From an optimization exercise on the open Yosys and OpenROAD flow, aimed at small area; shortcuts taken in it are not production practice. In this exercise RTL edits were held to simulation tests only and were not proved equivalent to the original. Power and IR drop assume default switching activity.

## 07-18
## wb_regfile
module wb_regfile #(
   parameter logic [31:0] SP_RESET = 32'h0000_0FFC
) (
   input  logic        clk,
   input  logic        reset,
   input  logic        w_reg_ctl,
   input  logic [1:0]  mem_to_reg,
   input  logic [31:0] mem_data,
   input  logic [31:0] alu_result,
   input  logic [31:0] pc_value,
   input  logic [4:0]  w_reg_addr,
   input  logic [4:0]  rs_addr,
   input  logic [4:0]  rt_addr,
   output logic [31:0] rs_data,
   output logic [31:0] rt_data,
   output logic [31:0] wb_data,
   output logic        wb_en,
   output logic [31:0] wb_count
);
   localparam int unsigned SP_INDEX = 29;
   logic [31:0] regs_q [32];
   logic [31:0] wb_count_q;
   logic        src_alu, src_mem, src_pc;
   logic [31:0] wb_n;
   assign src_mem = (mem_to_reg == 2'd1);
   assign src_pc  = (mem_to_reg == 2'd2);
   assign src_alu = !src_mem && !src_pc;
   for (genvar b = 0; b < 32; b++) begin : g_wb
      rd_aoi222 u_wb (
         .a(alu_result[b]), .b(mem_data[b]), .c(pc_value[b]),
         .sa(src_alu), .sb(src_mem), .sc(src_pc), .y_n(wb_n[b])
      );
   end
   assign wb_data = ~wb_n;
   assign wb_en    = w_reg_ctl && (w_reg_addr != 5'd0);
   assign wb_count = wb_count_q;
   logic        reset_n;
   logic [31:0] col_dn;
   logic [31:0] col_sp_n;
   assign reset_n = !reset;
  ...
For scale: ~3300 cells after synthesis, about 1000 flip-flops, about 250 I/O pins.
==> module wb_regfile, before the edit <==
module wb_regfile #(
   parameter logic [31:0] SP_RESET = 32'h0000_0FFC
) (
   input  logic        clk,
   input  logic        reset,
   input  logic        w_reg_ctl,
   input  logic [1:0]  mem_to_reg,
   input  logic [31:0] mem_data,
   input  logic [31:0] alu_result,
   input  logic [31:0] pc_value,
   input  logic [4:0]  w_reg_addr,
   input  logic [4:0]  rs_addr,
   input  logic [4:0]  rt_addr,
   output logic [31:0] rs_data,
   output logic [31:0] rt_data,
   output logic [31:0] wb_data,
   output logic        wb_en,
   output logic [31:0] wb_count
);
   localparam int unsigned SP_INDEX = 29;
   logic [31:0] regs_q [32];
   logic [31:0] wb_count_q;
   logic        src_alu, src_mem, src_pc;
   logic [31:0] wb_n;
   assign src_mem = (mem_to_reg == 2'd1);
   assign src_pc  = (mem_to_reg == 2'd2);
   assign src_alu = !src_mem && !src_pc;
   for (genvar b = 0; b < 32; b++) begin : g_wb
      rd_aoi222 u_wb (
         .a(alu_result[b]), .b(mem_data[b]), .c(pc_value[b]),
         .sa(src_alu), .sb(src_mem), .sc(src_pc), .y_n(wb_n[b])
      );
   end
   assign wb_data = ~wb_n;
   assign wb_en    = w_reg_ctl && (w_reg_addr != 5'd0);
   assign wb_count = wb_count_q;
   logic        reset_n;
   logic [31:0] col_dn;
   logic [31:0] col_sp_n;
   assign reset_n = !reset;
   for (genvar b = 0; b < 32; b++) begin : g_col
      hf_or2 u_col (.a(wb_n[b]), .b(reset), .y(col_dn[b]));
      if (SP_RESET[b]) begin : g_sp1
         hf_and2 u_sp (.a(wb_n[b]), .b(reset_n), .y(col_sp_n[b]));
      end else begin : g_sp0
         assign col_sp_n[b] = col_dn[b];
      end
   end
   logic [3:0]  w_lo, w_lo_r;
   logic [7:0]  w_hi, w_hi_r;
   logic [31:0] row_en;
   dec_2to4 u_wlo (.a(w_reg_addr[1:0]), .en(w_reg_ctl), .y(w_lo));
   dec_3to8 u_whi (.a(w_reg_addr[4:2]), .y(w_hi));
   assign w_lo_r = w_lo | {4{reset}};
   assign w_hi_r = w_hi | {8{reset}};
   assign row_en[0] = reset;
   for (genvar i = 1; i < 32; i++) begin : g_ren
      hf_and2 u_ren (.a(w_lo_r[i % 4]), .b(w_hi_r[i / 4]), .y(row_en[i]));
   end
   assign regs_q[0] = '0;
   for (genvar i = 1; i < 32; i++) begin : g_row
      logic [31:0] nxt;
      for (genvar b = 0; b < 32; b++) begin : g_b
         wr_bit u_wr (
            .q(regs_q[i][b]), .we_a(row_en[i]), .we_b(row_en[i]),
            .d_n((i == SP_INDEX) ? col_sp_n[b] : col_dn[b]), .nxt(nxt[b])
         );
      end
      always_ff @(posedge clk) regs_q[i] <= nxt;
   end
   logic [7:0]  grp_c;       
   logic [7:0]  grp_ones;    
   logic [31:0] bit_c;       
   logic [31:0] bit_co;      
   logic [31:0] wb_count_d;
   assign grp_c[0] = wb_en && !reset;
   for (genvar k = 0; k < 8; k++) begin : g_cgrp
      assign grp_ones[k] = &wb_count_q[4*k+3:4*k];
      if (k > 0) begin : g_skip
         assign grp_c[k] = grp_c[k-1] && grp_ones[k-1];
      end
      for (genvar j = 0; j < 4; j++) begin : g_cbit
         if (j == 0) begin : g_first
            assign bit_c[4*k] = grp_c[k];
         end else begin : g_next
            assign bit_c[4*k+j] = bit_co[4*k+j-1];
         end
         cnt_bit u_cnt (
            .q(wb_count_q[4*k+j]), .t(bit_c[4*k+j]), .clr_n(!reset),
            .d(wb_count_d[4*k+j]), .t_out(bit_co[4*k+j])
         );
      end
   end
   always_ff @(posedge clk) wb_count_q <= wb_count_d;
   logic        rs_byp, rt_byp;
   logic [31:0] rs_sel, rt_sel;
   logic [3:0]  rs_lo, rt_lo;
   logic [7:0]  rs_hi, rt_hi;
   logic [31:0] slot_d [32];
   hf_and2 u_rsbyp (.a(wb_en), .b(rs_addr == w_reg_addr), .y(rs_byp));
   hf_and2 u_rtbyp (.a(wb_en), .b(rt_addr == w_reg_addr), .y(rt_byp));
   dec_2to4 u_rslo (.a(rs_addr[1:0]), .en(!rs_byp), .y(rs_lo));
   dec_3to8 u_rshi (.a(rs_addr[4:2]), .y(rs_hi));
   dec_2to4 u_rtlo (.a(rt_addr[1:0]), .en(!rt_byp), .y(rt_lo));
   dec_3to8 u_rthi (.a(rt_addr[4:2]), .y(rt_hi));
   assign rs_sel[0] = rs_byp;
   assign rt_sel[0] = rt_byp;
   for (genvar i = 1; i < 32; i++) begin : g_sel
      hf_and2 u_rs (.a(rs_lo[i % 4]), .b(rs_hi[i / 4]), .y(rs_sel[i]));
      hf_and2 u_rt (.a(rt_lo[i % 4]), .b(rt_hi[i / 4]), .y(rt_sel[i]));
   end
   always_comb begin
      slot_d[0] = wb_data;
      for (int i = 1; i < 32; i++) slot_d[i] = regs_q[i];
   end
   logic [10:0] rs_part_n [32];
   logic [10:0] rt_part_n [32];
   for (genvar b = 0; b < 32; b++) begin : g_bit
      for (genvar g = 0; g < 10; g++) begin : g_grp
         rd_aoi222 u_rs (
            .a(slot_d[3*g][b]), .b(slot_d[3*g+1][b]), .c(slot_d[3*g+2][b]),
            .sa(rs_sel[3*g]), .sb(rs_sel[3*g+1]), .sc(rs_sel[3*g+2]),
            .y_n(rs_part_n[b][g])
         );
         rd_aoi222 u_rt (
            .a(slot_d[3*g][b]), .b(slot_d[3*g+1][b]), .c(slot_d[3*g+2][b]),
            .sa(rt_sel[3*g]), .sb(rt_sel[3*g+1]), .sc(rt_sel[3*g+2]),
            .y_n(rt_part_n[b][g])
         );
      end
      rd_aoi22 u_rs_last (
         .a(slot_d[30][b]), .b(slot_d[31][b]), .sa(rs_sel[30]), .sb(rs_sel[31]),
         .y_n(rs_part_n[b][10])
      );
      rd_aoi22 u_rt_last (
         .a(slot_d[30][b]), .b(slot_d[31][b]), .sa(rt_sel[30]), .sb(rt_sel[31]),
         .y_n(rt_part_n[b][10])
      );
      rd_nand11 u_rs_or (.p(rs_part_n[b]), .y(rs_data[b]));
      rd_nand11 u_rt_or (.p(rt_part_n[b]), .y(rt_data[b]));
   end
endmodule
clock: 8.0 ns
lec_check: 0
cap_margin: 20
core_margin: 2
core_utilization: 60
gpl_timing_driven: 0
place_density: 0.72
setup_slack_margin: 0.1
slew_margin: 20
synth_hierarchical: 1
synth_minimum_keep_size: 0
standard.sh (not shown) runs the stock make flow with config.mk's settings and CLKGATE_MAP_FILE= SYNTH_SCRIPT=/design/flow/synth_recipe.tcl, a recipe that flattens the netlist after the stock synthesis.
==> flow/flow/run.sh <==
#!/bin/bash
# Own layout flow: the standard ORFS flow (standard.sh: unchanged
# synthesis, floorplan, power grid, placement and routing) with these knobs:
# - port buffers use the smallest buffer (repair_design upsizes any that
#   drive large loads);
# - after the floorplan, lightly loaded cells go to their smallest drive
#   strength (flow/downsize.tcl);
# - before repair_design, drivers of heavily loaded nets are upsized
#   (flow/pre_resize.tcl);
# - clock tree synthesis uses X4 clock buffers, each driving up to nine
#   nearby flip-flops, and inserts no
#   dummy balancing loads.
# The full output of make goes to flow_make.log in the work folder; ORFS
# keeps each step's own log under orfs/logs/.
set -euo pipefail
W=$(pwd)
CTS="-sink_clustering_enable -repair_clock_nets -dont_use_dummy_load -buf_list sky130_fd_sc_hd__clkbuf_4 -sink_clustering_size 9 -sink_clustering_max_diameter 40"
bash standard.sh \
   "BUFFER_PORTS_ARGS=-buffer_cell sky130_fd_sc_hd__buf_1" \
   "POST_FLOORPLAN_TCL=$W/flow/downsize.tcl" \
   "PRE_RESIZE_TCL=$W/flow/pre_resize.tcl" \
   "CTS_ARGS=$CTS" \
   finish > "$W/flow_make.log" 2>&1
Other scripts of this flow, unchanged in this note and not shown: flow/flow/downsize.tcl, flow/flow/pre_resize.tcl
Having completed the whole flow, 07-18 delivered a layout that passed the timing, design-rule and antenna checks.
### 07-18 -> 07-02
-- flow/design.v --
<<< 07-18, line 47
      end
   end
   logic [3:0]  w_lo, w_lo_r;
   logic [7:0]  w_hi, w_hi_r;
   logic [31:0] row_en;
   dec_2to4 u_wlo (.a(w_reg_addr[1:0]), .en(w_reg_ctl), .y(w_lo));
   dec_3to8 u_whi (.a(w_reg_addr[4:2]), .y(w_hi));
   assign w_lo_r = w_lo | {4{reset}};
   assign w_hi_r = w_hi | {8{reset}};
   assign row_en[0] = reset;
   for (genvar i = 1; i < 32; i++) begin : g_ren
>>> 07-02, line 47
      end
   end
   logic [3:0]  w_lo_r;
   logic [7:0]  w_hi_r;
   logic [31:0] row_en;
   wdec_2to4 u_wlo (.a(w_reg_addr[1:0]), .en(w_reg_ctl), .all(reset), .y(w_lo_r));
   wdec_3to8 u_whi (.a(w_reg_addr[4:2]), .all(reset), .y(w_hi_r));
   assign row_en[0] = reset;
   for (genvar i = 1; i < 32; i++) begin : g_ren
<<< 07-18, line 227
   assign nxt = ~((~q & ~we_a) | (d_n & we_b));
endmodule
>>> 07-02, line 225
   assign nxt = ~((~q & ~we_a) | (d_n & we_b));
endmodule
module wdec_2to4 (
   input  logic [1:0] a,
   input  logic       en,
   input  logic       all,
   output logic [3:0] y
);
   always_comb begin
      for (int i = 0; i < 4; i++) y[i] = all || (en && (a == 2'(i)));
   end
endmodule
module wdec_3to8 (
   input  logic [2:0] a,
   input  logic       all,
   output logic [7:0] y
);
   always_comb begin
      for (int i = 0; i < 8; i++) y[i] = all || (a == 3'(i));
   end
endmodule
Results
07-18 → 07-02: met3 track utilization from global routing climbed 2.1 points, synthesized cell count barely changed. 07-02 against 07-18: post-layout minimum cycle time grew by 0.055 ns, transition time at the pin with the least slew margin saw an increase, share of power burned in the clock network shrank by 0.3 points, clock latency on the worst-skew pair held steady, number of standard cells in the layout, taps in and fillers out now sits at about the same level. Launching instance or port of the critical path: rs_addr[4] -> 07-18, w_reg_addr[2] -> 07-02. For 07-18, the slowest library cell on the worst path was or3_1, unlike 07-02, where it was and2_4. Worst slew margin relative to its limit (higher): 07-18. Power of 07-02 is on par with 07-18. Area of combinational cells with multiple inputs across 07-18 and 07-02: no real change. Compared 07-02 against 07-18; area after synthesis within noise. Going from 07-18 to 07-02, combinational power share grows by 0.3 points. Final wirelength: 07-02 vs 07-18 up 1000 um. Comparing 07-18 with 07-02, the final standard cell area without fillers came out essentially unchanged.

[separate check: timing with driven ports]
Ports are ideal in the flow. The routed layouts listed here were re-timed in OpenROAD.
Step 1: set_driving_cell puts a clkbuf_16 on clk and a buf_2 on each other input, an assumption about the parent block.
Step 2 times the ports against the registers' clock, not the clock port: input delays grow and output delays shrink by t, the midpoint of the rising clock arrivals with the driver on.
Three values: ideal ports, drivers, drivers and shift; two values: the first two.
run	shift t [ns]	setup WS [ns]	worst setup path at the end	clock arrival spread, ns	cell pins on the clock port's net
07-18	1.046	0.690 / 0.666 / 0.666	input to output	0.123 / 0.123	1
07-02	1.067	0.635 / 0.610 / 0.610	input to output	0.109 / 0.109	1
After both steps every run listed still meets setup and hold. The setup slack of 07-02, which loses most, moves by -0.025 ns with the drivers and by -0.025 ns with both steps.
